This design comes from an exercise in tuning for small area, a short achievable clock period and few clock cycles on the open sky130 flow, not from production work. Only simulation tests tie the RTL to the original design; equivalence was not proved. Power figures rest on the tool's default switching activity, not on a simulated workload.

## run A
==> flow/design.v (excerpt) <==
module packet_truncate_ipv4_fixup_unit (
  input  logic        clk_i,
  input  logic        rst_ni,
  input  logic        cfg_we_i,
  input  logic        cfg_idx_i,
  input  logic [15:0] cfg_wdata_i,
  input  logic        s_axis_tvalid,
  output logic        s_axis_tready,
  input  logic [23:0] s_axis_tdata,    
  input  logic        s_axis_tlast,
  output logic        m_axis_tvalid,
  input  logic        m_axis_tready,
  output logic [7:0]  m_axis_tdata,    
  output logic        m_axis_tlast
);
Size: ~640 flip-flops, ~27,000 sq um of cells after synthesis.
clock: 5.5 ns
lec_check: 0
cap_margin: 20
core_margin: 2
core_utilization: 50
cts_cluster_diameter: 110
cts_cluster_size: 26
place_density: 0.75
setup_slack_margin: 3.1
slew_margin: 20
run.sh (not shown) runs the stock make flow with config.mk's settings and CLKGATE_MAP_FILE= SYNTH_SCRIPT=/design/flow/synth_recipe.tcl, a recipe that flattens the netlist after the stock synthesis.
Testbench counts of run A, summed over its fixed seeds: cycles 243,794.
--- input diff run A..run B ---
Settings: PLACE_DENSITY now 0.6, was 0.75; CORE_UTILIZATION now 40, was 50; CTS_CLUSTER_SIZE no longer set, was 26; CTS_CLUSTER_DIAMETER no longer set, was 110.
Run B went all the way through synthesis, placement and routing and the layout is clean on timing, DRC and antenna.
Run B has via count of the first global-routing pass above what run A had.
Run B vs run A — via count dropped slightly
The run with more setup slack is run B; run A has less.
Number of placement rows in run B vs run A: up 12%
First-iteration DRC count: run B and run A compared, lower one is run B
Share of the cycle needed by the critical path after routing down 1.1 points in run B wrt run A
### run B -> run C
Settings: CTS_CLUSTER_SIZE newly set to 26; CTS_CLUSTER_DIAMETER newly set to 110; GPL_ROUTABILITY_DRIVEN newly set to 0.
Findings:
Run C reached the final stage; the timing, design-rule and antenna checks on its layout passed.
Summary — via count, run C relative to run B: lower, by 1.7%.
Comparing run C with run B, the clock insertion delay at the later pin of the skew report came out essentially unchanged.
Run C ended with more data arrival at the endpoint of the critical path than run B.
~same sequential cell count in run C and run B
Run C ended with less worst setup slack than run B.
Diff run B -> run C | wire length on met3 | decrease of 10%
Share of the cycle needed by the critical path after routing ended up 0.15 points higher on run C than on run B.
--- input diff run C..run D ---
Settings: CORE_UTILIZATION changed from 40 to 50; PLACE_DENSITY changed from 0.6 to 0.65; GPL_ROUTABILITY_DRIVEN removed (was 0).
Notes after the runs:
Run D vs run C, slowest library cell on the worst path: a222oi_1 vs dfrtp_2. As far as area after synthesis goes, run D and run C are indistinguishable; the numbers are identical. Run D vs run C, fraction of power consumed by combinational cells went up by 1.2 points. Count of plain and timing-repair buffers in the layout ended up 15 higher on run D than on run C. Any difference in total power between run C and run D is small enough to ignore.
diff inputs: run D => run E
Settings: a change of CORE_UTILIZATION from 50 to 60; a change of PLACE_DENSITY from 0.65 to 0.8.
Results
- Run E ended with every stage complete and zero timing, DRC or antenna violations.
- For run D, the top routing layer in use was met5, unlike run E, where it was met4.
- Route | run E vs run D | wire shorter in run E
- Number of inserted filler cells in the final layout: run E < run D
- The lower worst hold slack after final layout came out of run E.
- Run E ended with less final cell count than run D.
- Run D → run E: combinational group share of total power decreased by 1.0 points relative to the old numbers, sequential fraction of total cell area increased by 0.68 points relative to the old numbers.

---

packet_truncate_ipv4_fixup_unit again, from the RTL that the note above started with.
clock: 5.5 ns
lec_check: 0
cap_margin: 20
core_margin: 2
core_utilization: 50
cts_cluster_diameter: 110
cts_cluster_size: 26
place_density: 0.7
setup_slack_margin: 3.1
slew_margin: 20
The starting point finished clean.
Testbench counts at the start, summed over its fixed seeds: cycles 243,794.
Then changed:
TNS_END_PERCENT = 50   (was default)
Outcome:
- global-route usage went up by 0.11 points
- non-clock buffer count grows by 28
- first-iteration DRC count rose by about a fifth
Then changed:
CORE_UTILIZATION = 40   (was 50)
CTS_CLUSTER_DIAMETER = 120   (was 110)
CTS_CLUSTER_SIZE = 30   (was 26)
PLACE_DENSITY = 0.6   (was 0.7)
TNS_END_PERCENT = default   (was 50)
What happened:
- setup slack gains 0.062 ns
- cell count grows by a few percent
- register-to-register slack barely changes
- core utilization shrinks by 12 points
- routed wire length grows by a few percent
- area after synthesis is unchanged

---

Setup of quartz:
Starting RTL as in the previous note.
## packet_truncate_ipv4_fixup_unit
module packet_truncate_ipv4_fixup_unit (
  input  logic        clk_i,
  input  logic        rst_ni,
  input  logic        cfg_we_i,
  input  logic        cfg_idx_i,
  input  logic [15:0] cfg_wdata_i,
  input  logic        s_axis_tvalid,
  output logic        s_axis_tready,
  input  logic [23:0] s_axis_tdata,    
  input  logic        s_axis_tlast,
  output logic        m_axis_tvalid,
  input  logic        m_axis_tready,
  output logic [7:0]  m_axis_tdata,    
  output logic        m_axis_tlast
);
Settings: LEC_CHECK=0, CAP_MARGIN=20, CORE_MARGIN=2, CORE_UTILIZATION=50, CTS_CLUSTER_DIAMETER=120, CTS_CLUSTER_SIZE=30, PLACE_DENSITY=0.7, SETUP_SLACK_MARGIN=3.1, SLEW_MARGIN=20; clock period 5.5 ns.
Testbench counts of quartz, summed over its fixed seeds: cycles 243,794.
Input-level comparison between tundra and quartz:
Settings: changing PLACE_DENSITY from 0.7 to 0.6; changing CORE_UTILIZATION from 50 to 40; changing CTS_CLUSTER_DIAMETER from 120 to 100; changing CTS_CLUSTER_SIZE from 30 to 22.
## What came out
Against quartz, tundra comes in 2 higher on post-cts sizing count.
Number of pins with negative max-slew slack in the final report came out exactly the same in quartz and tundra.
Register clock-pin slew on the reported worst setup and hold paths across quartz and tundra: no real change.
A cell with the largest stage delay on the worst path of sky130_fd_sc_hd__dfstp_4 is what tundra shows, while sky130_fd_sc_hd__a222oi_1 belongs to quartz.
Logic gate share of total power ended up 0.6 points lower on tundra than on quartz.
quartz and tundra ended up with roughly the same critical path required time.
[inputs] pepper vs tundra
Settings: swapping 22 for 26 in CTS_CLUSTER_SIZE; swapping 100 for 110 in CTS_CLUSTER_DIAMETER.
==> comparison <==
- Every stage of the flow completed for pepper, and the final layout passed the timing, design-rule and antenna checks.
- Against tundra, pepper comes in 2 higher on non-clock buffer count.
- Minimum hold slack in pepper is 0.0041 ns above tundra.
- Compared with tundra, in pepper delay of the slowest cell on the worst path went down, sequential share of layout area essentially unchanged, worst ir drop on vdd increased 28%.

-- separate check: timing with driven ports --
How much do the figures lean on ideal ports? The routed layouts below were timed once more, with nothing changed but the port constraints. Step 1 sets driving cells, clkbuf_16 on the clock port and buf_2 on the other inputs (assumed; they add their load-dependent delay and slew). Step 2 also shifts input and output timing later by t, the mid clock arrival at the registers, as if the neighbouring blocks saw the same clock. Slacks: ideal / step 1 / step 2; pairs: ideal / step 1.
run	t (ns)	setup WS [ns]	cell pins on the clock port's net
run A	0.678	3.015 / 3.015 / 2.565	1
run B	0.673	3.075 / 3.067 / 2.484	1
run C	0.676	3.067 / 3.034 / 2.497	1
run D	0.675	2.855 / 2.855 / 2.470	1
run E	0.676	2.958 / 2.958 / 2.507	1
the first run of note 2	0.679	3.102 / 3.097 / 2.526	1
the second run of note 2	0.677	2.981 / 2.918 / 2.383	1
the third run of note 2	0.659	3.043 / 3.035 / 2.514	1
quartz	0.647	3.096 / 3.091 / 2.499	1
tundra	0.651	2.979 / 2.979 / 2.571	1
pepper	0.676	3.067 / 3.034 / 2.497	1
After both steps every run listed still meets setup and hold. For the second run of note 2, which loses most, drivers alone change the setup slack by -0.063 ns; drivers and shift together by -0.598 ns.
